Background: an optimization exercise with open tools, aiming at small area. Do not read the settings as production practice. In this exercise RTL edits were held to simulation tests only and were not proved equivalent to the original. No activity file was given, so power comes from the tool's default toggle rates.

File: config.mk
export PLATFORM = sky130hd
export DESIGN_NAME = motorPwmTop
export DESIGN_NICKNAME = motorPwmTop
export VERILOG_FILES = /design/flow/design.v
export SDC_FILE = /design/flow/constraint.sdc
export NUM_CORES = 4
export LEC_CHECK = 0
export CAP_MARGIN = 20
export CORE_MARGIN = 2
export CORE_UTILIZATION = 40
export SLEW_MARGIN = 20
File: constraint.sdc
create_clock -name core_clock -period 8.0 [get_ports {clk}]
set_input_delay 1.6000 -clock core_clock [delete_from_list [all_inputs] [get_ports {clk}]]
set_output_delay 1.6000 -clock core_clock [all_outputs]
set_load 0.01 [all_outputs]
File: design.v
`timescale 1ns/1ps
package motorPkg;
    localparam int numPhases = 3;
    localparam int numSteps = 6;
    typedef logic [2:0] stepIdxT;
    typedef logic [11:0] pwmLenT;
    typedef logic [15:0] levelT;
    typedef struct packed {
        logic   enable;
        pwmLenT pwmLen;
        pwmLenT pwmMin;
    } timingCfgT;
    typedef struct packed {
        stepIdxT stepIdx;
        logic    stepStart;
        logic    stepEnd;
    } stepStatusT;
    typedef struct packed {
        logic signed [15:0] lost;
        logic               valid;
    } phaseLostT;
endpackage
`timescale 1ns/1ps
package regPkg;
    typedef logic [5:0] regAddrT;
    localparam regAddrT ctrlAddr = 6'd0;
    localparam regAddrT stepLenAddr = 6'd1;
    localparam regAddrT levelBase = 6'd16;
    localparam regAddrT levelStride = 6'd8;
    typedef struct packed {
        logic [6:0]     pad;
        logic           enable;
        logic [11:0] pwmMin;
        logic [11:0] pwmLen;
    } ctrlViewT;
    typedef struct packed {
        logic [7:0]  pad;
        logic [23:0] stepLen;
    } stepViewT;
    typedef struct packed {
        logic [15:0]     pad;
        logic [15:0] level;
    } levelViewT;
    typedef union packed {
        ctrlViewT  ctrlView;
        stepViewT  stepView;
        levelViewT levelView;
    } regWordT;
endpackage
`timescale 1ns/1ps
module motorRegs (
    input  logic                clk,
    input  logic                rstN,
    input  logic                regWe,
    input  regPkg::regAddrT     regAddr,
    input  regPkg::regWordT     regWdata,
    input  motorPkg::stepIdxT   stepIdx,
    output motorPkg::timingCfgT timingCfg,
    output logic [23:0]         stepLen,
    output logic [motorPkg::numPhases*16-1:0] levels
);
    motorPkg::levelT   levelTable [motorPkg::numPhases][motorPkg::numSteps];
    regPkg::regAddrT   levelOff;
    int unsigned       levelPhase;
    motorPkg::stepIdxT levelStep;
    logic              levelHit;
    always_comb begin
        levelOff = regAddr - regPkg::levelBase;
        levelPhase = levelOff / regPkg::levelStride;
        levelStep = motorPkg::stepIdxT'(levelOff % regPkg::levelStride);
        levelHit = (regAddr >= regPkg::levelBase)
            && (levelOff < regPkg::regAddrT'(motorPkg::numPhases * regPkg::levelStride))
            && (levelStep < motorPkg::stepIdxT'(motorPkg::numSteps));
    end
    always_ff @(posedge clk) begin
        if (!rstN) begin
            timingCfg <= '0;
            stepLen <= '0;
            for (int p = 0; p < motorPkg::numPhases; p++) begin
                for (int s = 0; s < motorPkg::numSteps; s++) begin
                    levelTable[p][s] <= '0;
                end
            end
        end else if (regWe) begin
            if (regAddr == regPkg::ctrlAddr) begin
                timingCfg.enable <= regWdata.ctrlView.enable;
                timingCfg.pwmLen <= regWdata.ctrlView.pwmLen;
                timingCfg.pwmMin <= regWdata.ctrlView.pwmMin;
            end else if (regAddr == regPkg::stepLenAddr) begin
                stepLen <= regWdata.stepView.stepLen;
            end else if (levelHit) begin
                levelTable[levelPhase][levelStep] <= regWdata.levelView.level;
            end
        end
    end
    always_comb begin
        for (int p = 0; p < motorPkg::numPhases; p++) begin
            levels[p*16 +: 16] = levelTable[p][stepIdx];
        end
    end
endmodule
`timescale 1ns/1ps
module stepSequencer (
    input  logic                 clk,
    input  logic                 rstN,
    input  motorPkg::timingCfgT  timingCfg,
    input  logic [23:0]          stepLen,
    output motorPkg::stepStatusT stepStatus
);
    logic [23:0]       cycleCnt;
    logic [23:0]       lastCnt;
    motorPkg::stepIdxT stepIdx;
    logic              stepStart;
    logic              stepEnd;
    assign lastCnt = (stepLen < 24'd2) ? 24'd1 : stepLen - 24'd1;
    assign stepStart = timingCfg.enable && (cycleCnt == '0);
    assign stepEnd = timingCfg.enable && (cycleCnt >= lastCnt);
    always_ff @(posedge clk) begin
        if (!rstN) begin
            cycleCnt <= '0;
            stepIdx <= '0;
        end else if (!timingCfg.enable) begin
            cycleCnt <= '0;
            stepIdx <= '0;
        end else if (stepEnd) begin
            cycleCnt <= '0;
            if (stepIdx == motorPkg::stepIdxT'(motorPkg::numSteps - 1)) begin
                stepIdx <= '0;
            end else begin
                stepIdx <= stepIdx + motorPkg::stepIdxT'(1);
            end
        end else begin
            cycleCnt <= cycleCnt + 24'd1;
        end
    end
    always_comb begin
        stepStatus.stepIdx = stepIdx;
        stepStatus.stepStart = stepStart;
        stepStatus.stepEnd = stepEnd;
    end
endmodule
`timescale 1ns/1ps
module pwmGenerator (
    input  logic                 clk,
    input  logic                 rstN,
    input  motorPkg::timingCfgT  timingCfg,
    input  motorPkg::stepStatusT stepStatus,
    input  motorPkg::levelT      level,
    output logic                 pwm,
    output motorPkg::phaseLostT  phaseLost
);
    motorPkg::pwmLenT periodCnt;
    logic             reload;
    logic             reloadQ;
    logic             periodStart;
    logic [15:0]      remainder;
    logic [15:0]      sum;
    logic             loadPulse;
    logic [15:0]      pulseCnt;
    logic [15:0]      wanted;
    logic [15:0]      delivered;
    logic [15:0]      deliveredNow;
    logic             enable;
    logic             stepEnd;
    assign enable = timingCfg.enable;
    assign stepEnd = stepStatus.stepEnd;
    assign reload = (periodCnt == motorPkg::pwmLenT'(1)) || stepEnd
        || (level == '0) || !enable;
    always_ff @(posedge clk) begin
        if (!rstN) begin
            periodCnt <= '0;
            reloadQ <= 1'b0;
        end else begin
            reloadQ <= reload;
            if (reload) begin
                periodCnt <= timingCfg.pwmLen;
            end else begin
                periodCnt <= periodCnt - motorPkg::pwmLenT'(1);
            end
        end
    end
    assign periodStart = reloadQ && !reload;
    assign sum = remainder + level;
    assign loadPulse = (sum >= {4'd0, timingCfg.pwmMin});
    always_ff @(posedge clk) begin
        if (!rstN) begin
            remainder <= '0;
        end else if (!enable || stepEnd) begin
            remainder <= '0;
        end else if (periodStart) begin
            remainder <= loadPulse ? '0 : sum;
        end
    end
    always_ff @(posedge clk) begin
        if (!rstN) begin
            pulseCnt <= '0;
        end else if (!enable) begin
            pulseCnt <= '0;
        end else if (periodStart && loadPulse) begin
            pulseCnt <= sum;
        end else if (pulseCnt != '0) begin
            pulseCnt <= pulseCnt - 16'd1;
        end
    end
    assign pwm = (pulseCnt != '0);
    assign deliveredNow = delivered + {15'd0, pwm};
    always_ff @(posedge clk) begin
        if (!rstN) begin
            wanted <= '0;
            delivered <= '0;
        end else if (!enable || stepEnd) begin
            wanted <= '0;
            delivered <= '0;
        end else begin
            if (periodStart) begin
                wanted <= wanted + level;
            end
            delivered <= deliveredNow;
        end
    end
    always_ff @(posedge clk) begin
        if (!rstN) begin
            phaseLost.lost <= '0;
            phaseLost.valid <= 1'b0;
        end else begin
            phaseLost.valid <= stepEnd;
            if (stepEnd) begin
                phaseLost.lost <= $signed(wanted - deliveredNow);
            end
        end
    end
endmodule
`timescale 1ns/1ps
module motorPwmTop (
    input  logic        clk,
    input  logic        rstN,
    input  logic        regWe,
    input  logic [5:0]  regAddr,
    input  logic [31:0] regWdata,
    output logic [2:0]  pwm,
    output logic [2:0]  stepIdx,
    output logic        stepStart,
    output logic        stepEnd,
    output logic [47:0] lost,
    output logic [2:0]  lostValid
);
    motorPkg::timingCfgT  timingCfg;
    logic [23:0]          stepLen;
    logic [47:0]          levels;
    motorPkg::stepStatusT stepStatus;
    motorRegs regs0 (
        .clk       (clk),
        .rstN      (rstN),
        .regWe     (regWe),
        .regAddr   (regAddr),
        .regWdata  (regWdata),
        .stepIdx   (stepStatus.stepIdx),
        .timingCfg (timingCfg),
        .stepLen   (stepLen),
        .levels    (levels)
    );
    stepSequencer seq0 (
        .clk        (clk),
        .rstN       (rstN),
        .timingCfg  (timingCfg),
        .stepLen    (stepLen),
        .stepStatus (stepStatus)
    );
    assign stepIdx = stepStatus.stepIdx;
    assign stepStart = stepStatus.stepStart;
    assign stepEnd = stepStatus.stepEnd;
    for (genvar p = 0; p < motorPkg::numPhases; p++) begin : genPhase
        motorPkg::phaseLostT phaseLost;
        pwmGenerator gen (
            .clk        (clk),
            .rstN       (rstN),
            .timingCfg  (timingCfg),
            .stepStatus (stepStatus),
            .level      (levels[p*16 +: 16]),
            .pwm        (pwm[p]),
            .phaseLost  (phaseLost)
        );
        assign lost[p*16 +: 16] = phaseLost.lost;
        assign lostValid[p] = phaseLost.valid;
    end
endmodule
File: run.sh
#!/bin/bash
# synth_recipe.tcl (not shown) runs the flow's synth.tcl, then flattens the netlist and writes it again
# the make line also repeats each setting of config.mk as NAME=value (left out here)
make -C /OpenROAD-flow-scripts/flow DESIGN_CONFIG=/design/flow/config.mk WORK_HOME=/design/flow/orfs CLKGATE_MAP_FILE= SYNTH_SCRIPT=/design/flow/synth_recipe.tcl finish
==> results.sh <==
export IMPL_syn_area_um2=37730
export IMPL_arrival_ns=5.40
export IMPL_min_from="genPhase[2].gen.phaseLost[8]"
export IMPL_row_count=112
export IMPL_synth_top_cell_area_share=0.2547
export IMPL_postCtsSetupBuffers=0
export IMPL_synth_compound_area_frac=0.1017
export IMPL_layout_commonest_cell="nor2_1"
export IMPL_layout_min_cycle_time_ns=6.999
export IMPL_die_h_um=311.1
export IMPL_r2r_start="seq0.stepIdx[1]"
export IMPL_maxSlewHeadroom=0.2355
export IMPL_finalCritPeriodShare=0.8749
export IMPL_synth_ff_type="dfxtp_1"
export IMPL_grt_pass1_wl_mm=163.4
export IMPL_clockRootBuffer="clkbuf_16"
export IMPL_ys_ff_latch=679
export IMPL_clkTransAtPathRegs_ns=0.06
export IMPL_io_buffers=92
export IMPL_maxCapViolCount=0
export IMPL_cts_sinks=679
export IMPL_synth_top_family_by_area="simple AND/OR/NAND/NOR gates"
export IMPL_peakVddDrop_mv=0.1657
export IMPL_tightest_slew_ns=1.115
export IMPL_async_flop_share=0
export IMPL_numCtsBuffers=78
export IMPL_max_freq_ghz=0.1429
export IMPL_stdcell_count=5152
export IMPL_die_w_um=311.1
export IMPL_path_delay_family="simple AND/OR/NAND/NOR gates"
export IMPL_clock_latency_ns=0.64
export IMPL_dpl_hpwl_mm=76.54
export IMPL_cts_resized=0
export IMPL_cts_tree="built"
export IMPL_synth_area_leaders="edfxtp_1, dfxtp_1, mux4_2"
export IMPL_crit_type="reg2out"
export IMPL_drive_above_1_share=0.09800
export IMPL_clockBufferDepth=3
export IMPL_grt_max_degree=82
export IMPL_synthMuxAreaShare=0.1020
export IMPL_powerDensity_nw_per_um2=183.4
export IMPL_ys_warn_count=3
export IMPL_setup_worst_path_start_class="flop"
export IMPL_status="no timing/DRC/antenna violations"
export IMPL_dp_cells=5009
export IMPL_final_max_slew_viol_count=0
export IMPL_vias=28800
export IMPL_nFillCells=8905
export IMPL_layout_common_cells="nor2_1, nand2_1, dfxtp_1, edfxtp_1, a21oi_1"
export IMPL_cellLeakagePower_nw=15.52
export IMPL_hold_buffers=0
export IMPL_place_gp_congestion=0.8976
export IMPL_worst_path_largest_cell_delay_ns=0.59
export IMPL_r2r_end="genPhase[1].gen.remainder[0]"
export IMPL_wire_per_inst_um=20.59
export IMPL_synth_fa_ha_area_frac=0.07860
export IMPL_ys_types=83
export IMPL_finalHoldViolations=0
export IMPL_grt_ovfl_total=0
export IMPL_hp_class="reg2reg"
export IMPL_r2r_cells=21
export IMPL_grt_pass1_vias=27820
export IMPL_cp_end_kind="primary output"
export IMPL_area_growth_pct=12.91
export IMPL_crit_fanout=17
export IMPL_synth_edff_count=320
export IMPL_hold_end="genPhase[2].gen.phaseLost[8]"
export IMPL_coreArea_um2=93330
export IMPL_drt_iter0_drc=2473
export IMPL_ios=100
export IMPL_synthXorXnorAreaFrac=0.05618
export IMPL_rsz0062_at_grt="false"
export IMPL_worstHoldPathCells=2
export IMPL_syn_nets=4048
export IMPL_clock_skew_ns=0.01958
export IMPL_rrSetupSlack_ns=1.61
export IMPL_firstDrtPassIters=5
export IMPL_syn_area_per_cell_um2=9.991
export IMPL_antenna_found_initial=2
export IMPL_cts_htree_levels=3
export IMPL_avgViaCountPerCell=5.589
export IMPL_wl_mm=106.1
export IMPL_dieArea_um2=96790
export IMPL_critPathRequiredTime_ns=6.40
export IMPL_postRouteAntennaNets=0
export IMPL_nets=4108
export IMPL_critPathBufInv=3
export IMPL_grt_total_usage=0.2160
export IMPL_crit_slowest_cell="o31ai_4"
export IMPL_start_util=0.4042
export IMPL_synth_seq_area_share=0.4452
export IMPL_yosysTopAreaCell="edfxtp_1"
export IMPL_antennaDiodeCount=0
export IMPL_netlist_instances=3776
export IMPL_tns_ns=0
export IMPL_route_detailed_drc=0
export IMPL_finalSetupViolations=0
export IMPL_cp_cell_sequence="or4_1, nor3_1, nand3_1, buf_4, nand2_1, ha_1, a21oi_1, a21boi_0, o41ai_1, o21ai_0, o31ai_4, or2_2, clkinv_1, clkdlybuf4s50_1"
export IMPL_yosys_area_share_simple=0.1820
kinds of logic (layout without fill, tap and decap cells):
logic type               Yosys count  count (layout)
adder cells (fa/ha/maj)          231             231
buffers and inverters            307             429
AO/OA/AOI/OAI                    602             602
flip-flops                       679             679
XOR/XNOR                         242             242
AND/OR/NAND/NOR                 1511            1511
multiplexers                     204             204
worst max-delay path by stage:
stage	from	to	slack (ns)	cells after the start
floorplan	seq0.stepIdx[1]	genPhase[1].gen.pulseCnt[10]	1.64	28
global placement	regAddr[4]	regs0.levelTable[16][7]	1.53	10
detailed placement	regAddr[4]	regs0.levelTable[16][12]	1.46	10
CTS	regs0.stepLen[6]	stepEnd	0.98	14
global route	regs0.stepLen[7]	stepEnd	0.68	14
finish	regs0.stepLen[7]	stepEnd	1.00	14
synth_stat cells (8+ instances only):
master	instances
nor2_1	555
nand2_1	437
dfxtp_1	359
edfxtp_1	320
a21oi_1	222
ha_1	221
mux4_2	143
xnor2_1	137
inv_1	126
clkbuf_1	123
nand3_1	106
xor2_1	105
and3_1	103
o21ai_0	99
nor3_1	72
nor4_1	51
a21o_1	46
mux2i_1	46
a211oi_1	40
or3_1	31
nand4_1	26
a22o_1	25
nor2b_1	24
o31ai_1	24
nand2b_1	23
buf_4	19
a31oi_1	18
buf_2	18
and2_1	17
o21a_1	17
or4_1	17
mux2_2	15
buf_1	14
o211ai_1	12
fa_1	10
nand3b_1	10
o21ai_1	10
a21boi_0	9
or2_2	8
worst min-delay path: stages, from the launching register on:
cell     delay, ns
dfxtp_1       0.30
nand2_1       0.05
a21oi_1       0.05
power breakdown:
group	leakage, nW	switching (mW)	internal [mW]
sequential	5.85	0.0384	3.72
combinational	8.39	0.273	0.154
clock	1.27	1.49	2.15
metrics by stage:
stage,hold slack [ns],utilization,setup WS [ns],instance area (um^2),power (mW)
final,0.4485,0.4564,1.001,42600,7.814
after global routing,0.4680,0.4564,0.6767,42600,8.043
after CTS,0.4509,0.4562,0.9792,42580,7.867
after detailed placement,0.4437,0.4284,1.462,39980,4.250
after global placement,0.4395,0.4284,1.530,39980,4.242
after floorplan,0.4291,-,1.640,37730,4.073
flip-flops by register name (all words and copies together) (netlist names), named ones only:
| name | count |
|---|---|
| genPhase.gen.remainder | 48 |
| genPhase.gen.wanted | 48 |
| regs0.timingCfg | 25 |
| genPhase.gen.delivered | 48 |
| genPhase.gen.phaseLost | 49 |
| genPhase.gen.periodCnt | 36 |
| regs0.levelTable | 320 |
| regs0.stepLen | 24 |
| genPhase.gen.reloadQ | 3 |
| seq0.stepIdx | 3 |
| seq0.cycleCnt | 24 |
| genPhase.gen.pulseCnt | 48 |
final cells by class:
cell class / count / area [um^2] / share of cell area
tap: 1254 / 1569 / 0.03683
multi-input combinational: 2790 / 19700 / 0.4625
timing repair buffer: 160 / 1443 / 0.03387
clock inverter: 28 / 326.6 / 0.007667
inverter: 127 / 479.2 / 0.01125
clock buffer: 114 / 2272 / 0.05334
sequential: 679 / 16800 / 0.3945
per-layer routing:
layer / wire, um / GRT usage / part of all wire
met2: 48020 / 0.3455 / 0.45
met5: 0 / 0 / 0
met3: 7057 / 0.03552 / 0.067
met4: 3752 / 0.07510 / 0.035
met1: 47240 / 0.2964 / 0.45

## separate check: timing with driven ports
The flow's constraints put no driver on any port. The routed layout listed below was extracted and timed again, unchanged, in two steps. Step 1: set_driving_cell puts a clkbuf_16 on clk and a buf_2 on each other input, an assumption about the parent block. Step 2 adds t to the input delays and takes it off the output delays; t is the mean of the earliest and latest rising clock arrival at the registers after step 1. Input paths then give back, and output paths get back, about the clock's delay inside the block. Three values: no drivers, after step 1, after step 2; two values: the first two.
t, ns: 0.699
setup slack, ns: 1.001 / 0.931 / 1.427
hold slack, ns: 0.449 / 0.449 / 0.449
slew at the worst register clock pin (ns): 0.06 / 0.06
After both steps setup and hold are still met in this run. For this run, drivers alone change the setup slack by -0.070 ns; drivers and shift together by +0.426 ns.
